Source: an optimization exercise on an open RTL-to-GDS flow (aim: small area, a short achievable clock period and few clock cycles per item). Production flows keep margins and buffers that such runs may drop. Function was checked by simulation only, so behaviour that the tests miss may differ from the original.

Setup of v29:
## matvec_top
module matvec_top (
  input  logic                 CLOCK_50,
  input  logic                 KEY,
  input  logic [9:0]           SW,
  output logic [9:0]           LEDR,
  output logic [6:0]           HEX0,
  output logic [6:0]           HEX1,
  output logic [6:0]           HEX2,
  output logic [6:0]           HEX3,
  output logic [6:0]           HEX4,
  output logic [6:0]           HEX5,
  output logic                 mem_rd,
  output logic [31:0]          mem_addr,
  input  logic                 mem_rsp_valid,
  input  logic [63:0]          mem_rsp_data
);
clock: 10.0 ns
lec_check: 0
cap_margin: 20
core_margin: 2
core_utilization: 40
cts_buf_list: sky130_fd_sc_hd__clkbuf_8
cts_cluster_diameter: 80
cts_cluster_size: 18
setup_slack_margin: 4.5
slew_margin: 20
standard.sh (not shown) runs the stock make flow with config.mk's settings and CLKGATE_MAP_FILE= SYNTH_SCRIPT=/design/flow/synth_recipe.tcl, a recipe that flattens the netlist after the stock synthesis.
==> flow/flow/run.sh <==
#!/bin/bash
# Layout flow: the standard flow, with two steps added after synthesis.
# 1. Yosys's full-adder extraction leaves an inverter between many pairs of
#    full adders; fixpol.py picks each adder's polarity (a full adder is
#    self-dual) so that most of them go.
# 2. The display logic (fan-in of the HEX ports back to the flip-flops) is
#    mapped again by ABC on its own.
# A combinational equivalence check (flip-flops cut) against synthesis's own
# netlist must pass, or the netlist is left as synthesis wrote it. Flip-flops
# are not touched. Port buffers are plain buffers instead of the delay cells
# the placer picks by default, and the clock tree has no dummy loads.
# Each tool's output goes to a log of its own in this folder.
set -euo pipefail
W=$(pwd)
R=$W/orfs/results/$FLOW_PLATFORM/matvec_top/base
LIB=$FLOW_HOME/platforms/$FLOW_PLATFORM/lib/sky130_fd_sc_hd__tt_025C_1v80.lib
export BUFFER_PORTS_ARGS="-buffer_cell sky130_fd_sc_hd__buf_2"
# the clock tree without dummy loads
export CTS_ARGS="-sink_clustering_enable -repair_clock_nets -sink_clustering_size 18 -sink_clustering_max_diameter 80 -buf_list sky130_fd_sc_hd__clkbuf_8 -dont_use_dummy_load"

bash standard.sh synth > synth.log 2>&1

cp "$R/1_2_yosys.v" "$W/synth_netlist.v"
cp "$W/synth_netlist.v" "$W/new_netlist.v"
python3 flow/fixpol.py "$W/synth_netlist.v" "$W/fixpol_netlist.v" > fixpol.log 2>&1 && cp "$W/fixpol_netlist.v" "$W/new_netlist.v"

# the display logic (the fan-in of the HEX ports back to the flip-flops) mapped again by ABC
python3 flow/cone.py "$W/new_netlist.v" HEX > resyn_cells.txt 2> resyn.log || true
if [[ -s resyn_cells.txt ]]; then
  SEL=$(sed 's/^/c:/' resyn_cells.txt | tr '\n' ' ')
  # the platform's don't-use cells (all lpflow and probe cells) stay out
  DU=$(grep -o 'cell *( *"*sky130_fd_sc_hd__\(lpflow\|probe\)[a-z0-9_]*' "$LIB" | sed 's/.*sky130/sky130/' | sort -u | sed 's/^/-dont_use /' | tr '\n' ' ')
  cat > resyn.ys <<EOS
read_liberty -ignore_miss_func $LIB
read_verilog $W/new_netlist.v
hierarchy -top $FLOW_TOP
cd $FLOW_TOP
setattr -set keep_hierarchy 1 t:*
setattr -unset keep_hierarchy $SEL
cd ..
flatten
delete t:\$scopeinfo
opt_clean -purge
abc  -liberty $LIB $DU -D 800
opt_clean -purge
write_verilog -noattr -selected $W/resyn_all.v
EOS
  if yosys -q -l resyn_yosys.log resyn.ys > /dev/null 2>&1; then
    python3 -c "import re,sys; s=open(sys.argv[1]).read(); m=re.search(r'module '+sys.argv[3]+r'\(.*?endmodule\n', s, re.S); open(sys.argv[2],'w').write(m.group(0))" "$W/resyn_all.v" "$W/resyn_netlist.v" "$FLOW_TOP" >> resyn.log 2>&1 \
      && ! grep -q "lpflow\|probe" "$W/resyn_netlist.v" && cp "$W/resyn_netlist.v" "$W/new_netlist.v"
  fi
fi

# combinational equivalence with the flip-flops cut, against synthesis's own netlist
mkdir -p "$W/cec"
python3 flow/cutflops.py "$W/synth_netlist.v" "$W/cec/a.v" >> cec.log 2>&1
python3 flow/cutflops.py "$W/new_netlist.v" "$W/cec/b.v" >> cec.log 2>&1
for x in a b; do
  yosys -q -p "read_liberty -ignore_miss_func $LIB; read_verilog $W/cec/$x.v; hierarchy -top $FLOW_TOP; flatten; techmap; opt_clean; setundef -zero; write_blif $W/cec/$x.blif" > "cec_yosys_$x.log" 2>&1
done
yosys-abc -c "cec $W/cec/a.blif $W/cec/b.blif" >> cec.log 2>&1 || true
if grep -q "Networks are equivalent" cec.log; then
  cp "$W/new_netlist.v" "$R/1_2_yosys.v"
  echo "new netlist used" >> cec.log
else
  echo "equivalence not shown: synthesis netlist kept" >> cec.log
fi

bash standard.sh do-1_synth > synth_odb.log 2>&1
bash standard.sh finish > layout.log 2>&1
Other scripts of this flow, unchanged in this note and not shown: flow/flow/cone.py, flow/flow/cutflops.py, flow/flow/fixpol.py
Testbench counts of v29, summed over its fixed seeds: cycles 6,535, items 256.
The inputs of v35 differ from those of v29 as listed below.
- swapping 4.5 for 4.0 in SETUP_SLACK_MARGIN
-- flow/flow/run.sh --
<<< v29, line 7
#    mapped again by ABC on its own.
>>> v35, line 7
#    mapped again by ABC on its own, with ORFS's own ABC speed script.
<<< v29, line 39
setattr -unset keep_hierarchy $SEL
>>> v35, line 39
setattr -unset keep_hierarchy t:* t:sky130_fd_sc_hd__fa_* %d t:sky130_fd_sc_hd__ha_* %d t:sky130_fd_sc_hd__*df* %d t:sky130_fd_sc_hd__conb* %d
<<< v29, line 44
abc  -liberty $LIB $DU -D 800
>>> v35, line 44
abc -script $FLOW_HOME/scripts/abc_speed.script -liberty $LIB $DU -D 800
Findings:
Changes observed in v35 relative to v29: mean instance size in the synthesized netlist increased 3.9%; fill cell total of the finished layout increased 202; non-clock inverter total of the final layout increased 12%; highest attainable clock frequency decreased 0.0037 GHz.
mux4_2 as the critical path's slowest cell was reported by v35, and a31oi_4 by v29.
v35 finished all stages; the layout is clean.
Compared with v29, v35 ends up with less cell area.
Changes in v1 relative to v35:
-- flow/flow/run.sh --
<<< v35, line 39
setattr -unset keep_hierarchy t:* t:sky130_fd_sc_hd__fa_* %d t:sky130_fd_sc_hd__ha_* %d t:sky130_fd_sc_hd__*df* %d t:sky130_fd_sc_hd__conb* %d
>>> v1, line 39
setattr -unset keep_hierarchy $SEL
Findings:
v1 ran to completion and came out clean on the timing, design-rule and antenna checks. v35 completed every stage of the flow, and the final layout passed the timing, design-rule and antenna checks. Higher die area among v1 and v35: v1. Area after synthesis came out higher on v1 than on v35. v1 vs v35 — overall via count from detail_route climbed slightly. v1 ends up with a placed instance area that is 0.72% lower than in v35. Post-route clock period utilization: v1 vs v35 down 0.61 points.
#### Input delta (v30 over v1)
-- flow/flow/run.sh --
<<< v1, line 7
#    mapped again by ABC on its own, with ORFS's own ABC speed script.
>>> v30, line 7
#    mapped again by ABC on its own.
<<< v1, line 44
abc -script $FLOW_HOME/scripts/abc_speed.script -liberty $LIB $DU -D 800
>>> v30, line 44
abc  -liberty $LIB $DU -D 800
Findings:
Critical path depth: v1 vs v30 identical
v1 → v30: cell area saw an increase; first-pass GRT wire length grew by 2.6%.
From v1 to v30 the numbers moved as follows: area after synthesis fell by about 1.2%.
The following lists how v51 was set up differently from v30:
- swapping 40 for 65 in CORE_UTILIZATION
- putting PLACE_DENSITY at 0.75 where nothing was set
-- flow/flow/run.sh --
<<< v30, line 7
#    mapped again by ABC on its own.
>>> v51, line 7
#    mapped again by ABC on its own, with ORFS's own ABC speed script.
<<< v30, line 44
abc  -liberty $LIB $DU -D 800
>>> v51, line 44
abc -script $FLOW_HOME/scripts/abc_speed.script -liberty $LIB $DU -D 800
==> comparison <==
Going from v30 to v51, final cell count without fillers has decreased; netlist area before placement has increased; maximum number of pins on one net before global-route repair has remained practically unchanged.
Input changes introduced in v52 (baseline for comparison: v51):
- clearing PLACE_DENSITY, which used to be 0.75
- swapping 65 for 40 in CORE_UTILIZATION
-- flow/flow/run.sh --
<<< v51, line 7
#    mapped again by ABC on its own, with ORFS's own ABC speed script.
>>> v52, line 7
#    mapped again by ABC on its own.
==> comparison <==
Every run in the comparison, v51 and v52, completed the flow with a clean layout.
v51 was smaller in final cell area than v52.
Of the two values seen for timing startpoint of the critical path, SW[2] was produced by v52 and SW[3] by v51.
[compare] base=v51 new=v52: setup slack rose by 0.13 ns; average vias per placed instance fell by 0.83; core utilization fell by 27 points.

==> static timing again, ports no longer ideal <==
In the flow no input, the clock included, has a driving cell. The finished layouts below were timed again as built, in two steps.
Step 1, drivers: a clkbuf_16 drives CLOCK_50 and a buf_2 each remaining input, both assumed.
Step 2 moves the port delays by t, midway between the first and last clock arrival at a register: inputs arrive t later, outputs are due t later. That takes back most of the time a late clock gives input paths.
a / b / c = no drivers / after step 1 / after step 2; a / b = the first two.
| run | t, ns | setup slack, ns | worst setup path after step 2 | worst slew at a driven data input, ns |
|---|---|---|---|---|
| v29 | 0.649 | 4.146 / 3.956 / 3.819 | input to register | 0.24 |
| v35 | 0.631 | 4.018 / 3.836 / 3.445 | input to register | 0.19 |
| v1 | 0.627 | 4.078 / 4.028 / 3.521 | input to register | 0.07 |
| v30 | 0.630 | 3.991 / 3.832 / 3.486 | input to register | 0.20 |
| v51 | 0.585 | 3.958 / 3.935 / 3.514 | input to register | 0.04 |
| v52 | 0.637 | 4.092 / 4.050 / 3.510 | input to register | 0.06 |
After both steps every run listed still meets setup and hold. The setup slack of v52, which loses most, moves by -0.042 ns with the drivers and by -0.582 ns with both steps.
